From an optimization exercise on the open Yosys and OpenROAD flow, aimed at small area; shortcuts taken in it are not production practice. Function was not checked in any run shown here: the RTL went through the layout flow alone. Power figures rest on the tool's default switching activity, not on a simulated workload.

===== flow/config.mk =====
export PLATFORM = sky130hd
export DESIGN_NAME = ts_pes_reassembler_core
export DESIGN_NICKNAME = ts_pes_reassembler_core
export VERILOG_FILES = /design/flow/design.v
export SDC_FILE = /design/flow/constraint.sdc
export NUM_CORES = 4
export LEC_CHECK = 0
export CAP_MARGIN = 20
export CELL_PAD_IN_SITES_DETAIL_PLACEMENT = 0
export CELL_PAD_IN_SITES_GLOBAL_PLACEMENT = 0
export CORE_MARGIN = 2
export CORE_UTILIZATION = 60
export CTS_BUF_LIST = sky130_fd_sc_hd__clkbuf_8
export PLACE_DENSITY = 0.75
export SLEW_MARGIN = 20

===== flow/constraint.sdc =====
create_clock -name core_clock -period 6.5 [get_ports {clk}]
set_input_delay 1.3000 -clock core_clock [delete_from_list [all_inputs] [get_ports {clk}]]
set_output_delay 1.3000 -clock core_clock [all_outputs]
set_load 0.01 [all_outputs]

===== flow/design.v =====
package tspes_pkg;
    localparam int PACKET_BYTES = 188;
    localparam logic [7:0] POS_BASE = 8'(256 - PACKET_BYTES);
endpackage
module tspes_beat_fifo
(
    input  logic        clk,
    input  logic        rst_n,
    input  logic        push,
    input  logic [7:0]  din,
    input  logic        pop,
    input  logic        show,
    output logic [7:0]  head,
    output logic        not_empty,
    output logic        full,
    output logic        one
);
    logic [7:0] mem_reg [1:5];
    logic [2:0] count_reg;
    logic [5:1] at;
    assign at[1] = !count_reg[1] &&  count_reg[0];
    assign at[2] = !count_reg[2] &&  count_reg[1];
    assign at[3] =  count_reg[2] &&  count_reg[0];
    assign at[4] =  count_reg[1] && !count_reg[0];
    assign at[5] =  count_reg[2] && !count_reg[1];
    assign not_empty = count_reg[2] || count_reg[0];
    assign full      = at[5];
    assign one       = at[1];
    always_comb
    begin
        head = '0;
        for (int i = 1; i <= 5; i++)
            head = head | ({8{show && at[i]}} & mem_reg[i]);
    end
    always_ff @(posedge clk)
    begin
        if (push)
        begin
            mem_reg[1] <= din;
            for (int i = 2; i <= 5; i++)
                mem_reg[i] <= mem_reg[i-1];
        end
    end
    always_ff @(posedge clk or negedge rst_n)
    begin
        if (!rst_n)
            count_reg <= '0;
        else if (push && !pop)
            count_reg <= {count_reg[1:0], !count_reg[2]};
        else if (pop && !push)
            count_reg <= {!count_reg[0], count_reg[2:1]};
    end
endmodule
import tspes_pkg::*;
module ts_pes_reassembler_core
(
    input  logic                clk,
    input  logic                rst_n,
    input  logic                ts_valid,
    output logic                ts_stall,
    input  logic [7:0]   ts_byte,
    output logic                pes_valid,
    input  logic                pes_stall,
    output logic [7:0]   pes_byte,
    output logic                pes_end,
    output logic [7:0]   pes_stream_id,
    output logic [15:0]         pes_total_length
);
    logic [7:0]  pos_reg;       
    logic        open_reg;      
    logic [15:0] left_reg;      
    logic        cand_reg;      
    logic [1:0]  pfx_reg;       
    logic [7:0]  sid_reg;
    logic [15:0] tot_reg;       
    logic        accept, taking, owed, hold, push, pop, show, deliver;
    logic        at4, at5, at6, at7, at8, at9, past3, hdr_push;
    logic        q_not_empty, q_full, q_one;
    logic [7:0]  head;
    logic [7:0]  pos_flip;
    logic        pos_wrap;
    logic [15:0] left_flip, tot_flip;
    logic        load_hi, load_lo;
    assign at4   = (pos_reg == POS_BASE + 8'd4);
    assign at5   = (pos_reg == POS_BASE + 8'd5);
    assign at6   = (pos_reg == POS_BASE + 8'd6);
    assign at7   = (pos_reg == POS_BASE + 8'd7);
    assign at8   = (pos_reg == POS_BASE + 8'd8);
    assign at9   = (pos_reg == POS_BASE + 8'd9);
    assign past3 = (pos_reg >= POS_BASE + 8'd4);
    assign taking = open_reg && (left_reg != '0);
    assign owed   = open_reg && (left_reg == '0);
    assign hold   = cand_reg && (at8 || (at9 && !ts_valid));
    assign ts_stall = (q_full && (pes_stall || pfx_reg != '0)) || (at7 && owed);
    assign accept   = ts_valid && !ts_stall;
    assign hdr_push = cand_reg && (at7 || at8 || at9);
    assign push     = accept && (hdr_push || (taking && past3));
    assign load_hi  = accept && cand_reg && at8;
    assign load_lo  = accept && cand_reg && at9;
    always_comb
    begin
        logic t;
        t = accept;
        for (int i = 0; i < 8; i++)
        begin
            pos_flip[i] = t;
            t = t && pos_reg[i];
        end
        pos_wrap = t;
        t = accept && taking && past3;
        for (int i = 0; i < 16; i++)
        begin
            left_flip[i] = t;
            t = t && !left_reg[i];
        end
        t = push;
        for (int i = 0; i < 16; i++)
        begin
            tot_flip[i] = t;
            t = t && tot_reg[i];
        end
    end
    always_ff @(posedge clk)
    begin
        if (accept)
        begin
            if (at4)
                cand_reg <= !taking && (ts_byte == 8'h00);
            else if (at5)
                cand_reg <= cand_reg && (ts_byte == 8'h00);
            else if (at6)
                cand_reg <= cand_reg && (ts_byte == 8'h01);
            else if (at9)
                cand_reg <= 1'b0;
            if (cand_reg && at7)
                sid_reg <= ts_byte;
        end
        left_reg[15:8] <= load_hi ? ts_byte : (left_reg[15:8] ^ left_flip[15:8]);
        left_reg[7:0]  <= load_lo ? ts_byte : (left_reg[7:0] ^ left_flip[7:0]);
        tot_reg <= (accept && cand_reg && at7) ? 16'd4 : (tot_reg ^ tot_flip);
    end
    always_ff @(posedge clk or negedge rst_n)
    begin
        if (!rst_n)
        begin
            pos_reg  <= POS_BASE;
            open_reg <= 1'b0;
            pfx_reg  <= '0;
        end
        else
        begin
            pos_reg <= (pos_reg ^ pos_flip) | (POS_BASE & {8{pos_wrap}});
            if (load_lo)
                open_reg <= 1'b1;
            else if (pes_end && !pes_stall)
                open_reg <= 1'b0;
            if (accept && cand_reg && at7)
                pfx_reg <= 2'd3;
            else if (pfx_reg != '0 && deliver)
                pfx_reg <= pfx_reg - 2'd1;
        end
    end
    assign show    = (pfx_reg == '0);
    assign deliver = pes_valid && !pes_stall;
    assign pop     = show && q_not_empty && !pes_stall;
    tspes_beat_fifo u_fifo
    (
        .clk       (clk),
        .rst_n     (rst_n),
        .push      (push),
        .din       (ts_byte),
        .pop       (pop),
        .show      (show),
        .head      (head),
        .not_empty (q_not_empty),
        .full      (q_full),
        .one       (q_one)
    );
    assign pes_valid        = show ? q_not_empty : !hold;
    assign pes_byte         = {head[7:1], head[0] || pfx_reg == 2'd1};
    assign pes_end          = owed && q_one;
    assign pes_stream_id    = pes_end ? sid_reg : 8'd0;
    assign pes_total_length = pes_end ? tot_reg : 16'd0;
endmodule

===== flow/flow/run.sh =====
#!/bin/bash
# The standard layout, with the ports buffered by the smallest buffer
# (sky130_fd_sc_hd__buf_1) instead of the one buffer_ports picks by itself.
set -euo pipefail
bash standard.sh "BUFFER_PORTS_ARGS=-buffer_cell sky130_fd_sc_hd__buf_1" finish > flow_make.log 2>&1

===== flow/standard.sh =====
#!/bin/bash
# synth_recipe.tcl (not shown) runs the flow's synth.tcl, then flattens the netlist and writes it again
# the make line also repeats each setting of config.mk as NAME=value (left out here)
make -C /OpenROAD-flow-scripts/flow DESIGN_CONFIG=/design/flow/config.mk WORK_HOME=/design/flow/orfs CLKGATE_MAP_FILE= SYNTH_SCRIPT=/design/flow/synth_recipe.tcl "${@:-finish}"

==> flow_metrics.py, run 1 <==
metrics = {
    "global_route": {
        "grt_max_degree": 42,
        "antenna_found_initial": 0,
        "grt_pass1_vias": 2629,
        "grt_pass1_wl_mm": 12.5,
        "overflow": 0,
        "track_usage": 0.215,
    },
    "finish": {
        "largest_reg_flops": 40,
        "ff_latch_area_mm2": 0.00246,
        "fill_cells": 522,
        "fin_util": 0.685,
        "multi_input_area_mm2": 0.00161,
        "stdcell_count": 491,
        "layout.nets": 443,
        "design_area_mm2": 0.00466,
        "drive_gt1_frac": 0.0937,
        "n_antenna_cell": 0,
        "syn2layout_area_growth_pct": 11.1,
    },
    "die": {
        "dieArea_mm2": 0.00767,
        "chipHeight_um": 87.6,
        "initial_core_util": 0.617,
        "rows": 30,
        "coreArea_mm2": 0.00679,
        "die_width_um": 87.6,
        "boundaryPins": 47,
    },
    "yosys": {
        "synth.most_common_cell": "edfxtp_1",
        "synthesis.area_mm2": 0.00419,
        "ys.flop_type": "edfxtp_1",
        "synth_commonest_cells": "edfxtp_1, ha_1, and2_1",
        "ys_types": 46,
        "synthArstFlopShare": 0.147,
        "synth_edf_count": 49,
        "synthCells": 338,
        "synth_area_leaders": "edfxtp_1, dfxtp_1, ha_1, dfrtp_1, and2_1",
        "synth_top_area_cell": "edfxtp_1",
        "avgSynthCellArea_um2": 12.4,
        "ys_seq_elements": 95,
        "yosys_warnings": 3,
        "yosysTopAreaCellShare": 0.351,
        "syn_nets": 391,
        "seq_area_frac_synth": 0.588,
    },
    "pwr": {
        "powerDensity_mw_per_mm2": 265,
        "ir_drop_mv": 0.132,
        "leakage_nw": 2.06,
        "power_mw": 1.23,
    },
    "drt": {
        "vias": 2676,
        "first_pass_iters": 4,
        "drc": 0,
        "dr.first_iter.drc_count": 174,
        "vias_per_cell": 5.45,
        "wirelength_mm": 7.63,
        "drtAntennaViolNets": 0,
        "drt-wirelength-per-cell_um": 15.5,
    },
    "setup_path": {
        "end_kind": "flop",
        "arrival_ps": 4970,
        "path_cells": "buf_1 > and2b_1 > o21a_1 > o2111a_1 > ha_1 > ha_1 > ha_1 > ha_1 > ha_1 > ha_1 > ha_1 > ha_1 > ha_1 > ha_1 > ha_1 > ha_1 > ha_1 > ha_1 > ha_1 > xnor2_1 > a21oi_2",
        "cpMaxStageDelayCell": "and2b_1",
        "critical_path.max_stage_delay_ps": 240,
        "worstPathMaxFanout": 4,
        "crit_top_cell": "ha_1",
        "cp-start-kind": "input port",
        "path_class": "in -> reg",
        "worstPathRequired_ps": 6750,
    },
    "timing": {
        "hold_viol": 0,
        "fin_skew_ps": 10.4,
        "rsz0062_at_grt": "no",
        "max_freq_ghz": 0.212,
        "setup_viol": 0,
        "tightest_slew_ps": 773,
        "slew_headroom": 0.485,
        "slew_viol_final": 0,
        "finalCritPeriodShare": 0.726,
        "tns_ps": 0,
        "fin_crit_ps": 4720,
    },
    "placed_design": {
        "gp_congestion": 0.827,
        "port-buffer-count": 46,
        "placed_area_mm2": 0.00446,
        "placedCellCount": 475,
        "dpl.hpwl_mm": 5.56,
    },
    "clock_network": {
        "clkTransAtPathRegs_ps": 90,
        "cts_root_buffer": "clkbuf_8",
        "cts_hold_buffers": 0,
        "htreeDepth": 3,
        "cts_made_buffers": 9,
        "cts_buffer_depth": 2,
        "cts_tree": "done",
        "post-cts-setup-buffers": 0,
        "cts_resized": 0,
        "clock_latency_ps": 360,
        "cts.sinks": 95,
    },
    "worst_hold_path": {
        "hold_path.class": "reg -> reg",
    },
    "outcome": {
        "status": "no timing/DRC/antenna violations",
    },
    "job": {
        "maxCapViolCount": 0,
    },
}
==> metal layers <==
| layer | wire, um | track usage |
|---|---|---|
| met1 | 3560 | 0.282 |
| met2 | 3690 | 0.360 |
| met3 | 252 | 0.0405 |
| met4 | 133 | 0.0797 |
| met5 | 0 | 0 |
==> where the power goes <==
| group | total (mW) | leakage, nW | internal [mW] | switching (mW) |
|---|---|---|---|---|
| Sequential | 0.703 | 0.871 | 0.663 | 0.0400 |
| Combinational | 0.148 | 1.09 | 0.0644 | 0.0840 |
| Clock | 0.383 | 0.0946 | 0.178 | 0.205 |
==> metrics by stage <==
step           setup slack [ps]  hold WS (ps)
6_report                   1780           457
5_1_grt                    1530           474
4_1_cts                    1770           457
3_5_place_dp               1390           436
3_3_place_gp               1450           430
2_1_floorplan               239           426
==> worst max-delay path, delay by kind of cell <==
kind | cells | cell delay [ps]
compound gates | 3 | 440
buf+inv | 1 | 110
xor+xnor | 1 | 170
fa+ha+maj | 15 | 2700
simple gates | 1 | 240
==> cell type report <==
type	instances	share of cell area
clock buffers	9	0.0266
clock inverters	7	0.0156
inverters	23	0.0185
multi-input cells	214	0.345
flip-flops and latches	95	0.529
well taps	96	0.0258
repair buffers	47	0.0387
==> worst paths after layout <==
path | start | to | slack, ps | depth (start not counted)
setup / recovery | pes_stall | left_reg[15] | 1780 | 21
hold / removal | u_fifo.mem_reg[3][6] | u_fifo.mem_reg[4][6] | 460 | 0
setup reg to reg | pos_reg[7] | tot_reg[15] | 1850 | 22
hold reg to reg | u_fifo.mem_reg[3][6] | u_fifo.mem_reg[4][6] | 460 | 0
max in group asynchronous | rst_n | pos_reg[0] | 5030 | 1
min in group asynchronous | rst_n | u_fifo.count_reg[0] | 980 | 1
==> cell families after synthesis <==
logic type / Yosys count / synth area share
buffers and inverters: 29 / 0.0316
AND/OR/NAND/NOR: 114 / 0.149
XOR/XNOR: 3 / 0.00627
AO/OA/AOI/OAI: 52 / 0.0928
multiplexers: 4 / 0.00985
adder cells (fa/ha/maj): 41 / 0.122
flip-flops: 95 / 0.588
==> cells in the final DEF (no fill, tap or decap), types with 5 or more instances in the layout <==
master / netlist / routed
edfxtp_1: 49 / 49
buf_1: 1 / 46
ha_1: 41 / 41
and2_1: 39 / 39
dfxtp_1: 32 / 32
nor2_1: 25 / 24
inv_1: 23 / 24
nand2_1: 20 / 20
dfrtp_1: 12 / 12
a22oi_1: 10 / 10
a21oi_1: 10 / 9
clkbuf_8: 0 / 9
a21oi_2: 8 / 8
nor4_1: 6 / 6
a222oi_1: 6 / 6
nand3_1: 5 / 5
o21ai_0: 5 / 5
==> run 2, diff against run 1 <==
==> flow/run.sh (new file) <==
#!/bin/bash
# synth_recipe.tcl (not shown) runs the flow's synth.tcl, then flattens the netlist and writes it again
# the make line also repeats each setting of config.mk as NAME=value (left out here)
make -C /OpenROAD-flow-scripts/flow DESIGN_CONFIG=/design/flow/config.mk WORK_HOME=/design/flow/orfs CLKGATE_MAP_FILE= SYNTH_SCRIPT=/design/flow/synth_recipe.tcl finish
removed: flow/flow/run.sh
removed: flow/standard.sh
==> run 2 against run 1 <==
- still clean
- setup slack worse by 420 ps
- flip-flop and latch count unchanged
- cell area up 6.3%
- largest power group unchanged
==> flow_metrics.py, run 2 <==
metrics = {
    "outcome": {
        "status": "no timing/DRC/antenna violations",
    },
    "drt": {
        "vias": 2627,
        "drt-wirelength-per-cell_um": 15.4,
        "first_pass_iters": 4,
        "vias_per_cell": 5.34,
        "dr.first_iter.drc_count": 147,
        "drc": 0,
        "drtAntennaViolNets": 0,
        "wirelength_mm": 7.57,
    },
    "yosys": {
        "ys.flop_type": "edfxtp_1",
        "avgSynthCellArea_um2": 12.4,
        "syn_nets": 391,
        "synthArstFlopShare": 0.147,
        "synth_top_area_cell": "edfxtp_1",
        "synthCells": 338,
        "yosysTopAreaCellShare": 0.351,
        "synth_edf_count": 49,
        "synth_area_leaders": "edfxtp_1, dfxtp_1, ha_1, dfrtp_1, and2_1",
        "yosys_warnings": 3,
        "ys_types": 46,
        "synthesis.area_mm2": 0.00419,
        "synth.most_common_cell": "edfxtp_1",
        "ys_seq_elements": 95,
        "synth_commonest_cells": "edfxtp_1, ha_1, and2_1",
        "seq_area_frac_synth": 0.588,
    },
    "clock_network": {
        "post-cts-setup-buffers": 0,
        "cts_buffer_depth": 2,
        "cts_hold_buffers": 0,
        "clock_latency_ps": 350,
        "htreeDepth": 3,
        "cts.sinks": 95,
        "cts_tree": "done",
        "cts_made_buffers": 9,
        "cts_resized": 0,
        "cts_root_buffer": "clkbuf_8",
        "clkTransAtPathRegs_ps": 90,
    },
    "global_route": {
        "antenna_found_initial": 0,
        "grt_max_degree": 42,
        "overflow": 0,
        "grt_pass1_vias": 2614,
        "track_usage": 0.210,
        "grt_pass1_wl_mm": 12.3,
    },
    "timing": {
        "slew_headroom": 0.563,
        "fin_crit_ps": 5140,
        "slew_viol_final": 0,
        "finalCritPeriodShare": 0.790,
        "rsz0062_at_grt": "no",
        "tightest_slew_ps": 653,
        "hold_viol": 0,
        "fin_skew_ps": 13.6,
        "worst_hold_slack_ps": 456,
        "max_freq_ghz": 0.195,
        "setup_viol": 0,
        "tns_ps": 0,
    },
    "placed_design": {
        "dpl.hpwl_mm": 5.67,
        "placedCellCount": 476,
        "gp_congestion": 0.860,
        "port-buffer-count": 46,
    },
    "die": {
        "boundaryPins": 47,
        "initial_core_util": 0.617,
        "chipHeight_um": 87.6,
        "die_width_um": 87.6,
        "dieArea_mm2": 0.00767,
        "rows": 30,
        "coreArea_mm2": 0.00679,
    },
    "finish": {
        "fin_util": 0.728,
        "syn2layout_area_growth_pct": 18.1,
        "final_common_cell": "edfxtp_1",
        "n_antenna_cell": 0,
        "layout.nets": 444,
        "stdcell_count": 492,
        "mostFrequentLayoutCells": "edfxtp_1, clkdlybuf4s50_1, ha_1",
        "drive_gt1_frac": 0.0934,
        "largest_reg_flops": 40,
    },
    "job": {
        "maxCapViolCount": 0,
    },
    "setup_path": {
        "end_kind": "flop",
        "arrival_ps": 5370,
        "cp-start-kind": "input port",
        "worstPathMaxFanout": 4,
        "path_class": "in -> reg",
        "worstPathRequired_ps": 6730,
    },
    "pwr": {
        "ir_drop_mv": 0.161,
        "leakage_nw": 2.18,
        "power_mw": 1.25,
        "powerDensity_mw_per_mm2": 252,
    },
    "worst_hold_path": {
        "hold_path.class": "reg -> reg",
    },
}
-- run 2: power breakdown --
group          internal (mW)  switching, mW
Clock                  0.179          0.199
Combinational         0.0808         0.0834
Sequential             0.663         0.0398
-- run 2: stage by stage --
stage / cell area, um^2 / worst slack [ps]
CTS: 4950 / 1360
finish: 4950 / 1360
floorplan: 4190 / 239
global route: 4950 / 1130
global placement: 4750 / 1090
detailed placement: 4750 / 988
-- run 2: routing by layer --
metal	up-vias	GRT usage	part of all wire
met1	1246	0.289	0.45
met4	0	0.0657	0.010
li1	1326	-	-
met3	6	0.0311	0.035
met2	49	0.346	0.50
met5	-	0	0
-- run 2: cells by family (layout without fill, tap and decap cells) --
family                   after synthesis  in the layout  share of synthesized area
adder cells (fa/ha/maj)               41             41                      0.122
XOR/XNOR                               3              3                    0.00627
buffers and inverters                 29             87                     0.0316
AND/OR/NAND/NOR                      114            114                      0.149
multiplexers                           4              4                    0.00985
flip-flops                            95             95                      0.588
AO/OA/AOI/OAI                         52             52                     0.0928
-- run 2: cell type report --
cell class / instances / area (um^2)
inverter: 23 / 86.3
clock buffer: 9 / 124
sequential: 95 / 2460
timing repair buffer: 48 / 475
fill: 489 / 1850
clock inverter: 7 / 72.6
multi-input combinational: 214 / 1610
tap: 96 / 120
-- run 2: final timing paths --
path                                            from                    to  slack (ps)  cells after the start
worst max-delay path                       pes_stall          left_reg[15]        1360                     21
worst min-delay path            u_fifo.mem_reg[3][6]  u_fifo.mem_reg[4][6]         460                      0
worst max register to register            pos_reg[7]           tot_reg[15]        1860                     22
worst min register to register  u_fifo.mem_reg[3][6]  u_fifo.mem_reg[4][6]         460                      0
max in group asynchronous                      rst_n            pos_reg[0]        4740                      1
min in group asynchronous                      rst_n            pos_reg[3]        1340                      1
-- run 2: worst max-delay path: stages --
cell and delay (ps):
clkdlybuf4s50_1 490, and2b_1 230, o21a_1 230, o2111a_1 150
ha_1 180, ha_1 180, ha_1 190, ha_1 180
ha_1 180, ha_1 180, ha_1 170, ha_1 180
ha_1 180, ha_1 180, ha_1 180, ha_1 170
ha_1 180, ha_1 180, ha_1 190, xnor2_1 180
a21oi_2 70

separate check: timing with driven ports:
The flow's constraints put no driver on any port. The routed layouts listed below were extracted and timed again, unchanged, in two steps. Step 1, drivers: a clkbuf_16 drives clk and a buf_2 each remaining input, both assumed. Step 2, shift: input delay + t, output delay - t, t = (earliest + latest rising clock arrival at the registers) / 2. This alone moves slack from input paths to output paths. Slacks: ideal ports / drivers / drivers and shift; pairs: ideal ports / drivers.
run	shift t [ns]	slack for setup (ns)	worst register clock-pin slew, ns	pins driven straight from the clock port
run 1	0.382	1.784 / 1.790 / 1.409	0.10 / 0.10	1
run 2	0.369	1.363 / 1.370 / 1.001	0.10 / 0.10	1
After both steps every run listed still meets setup and hold. The setup slack of run 1, which loses most, moves by +0.006 ns with the drivers and by -0.375 ns with both steps.
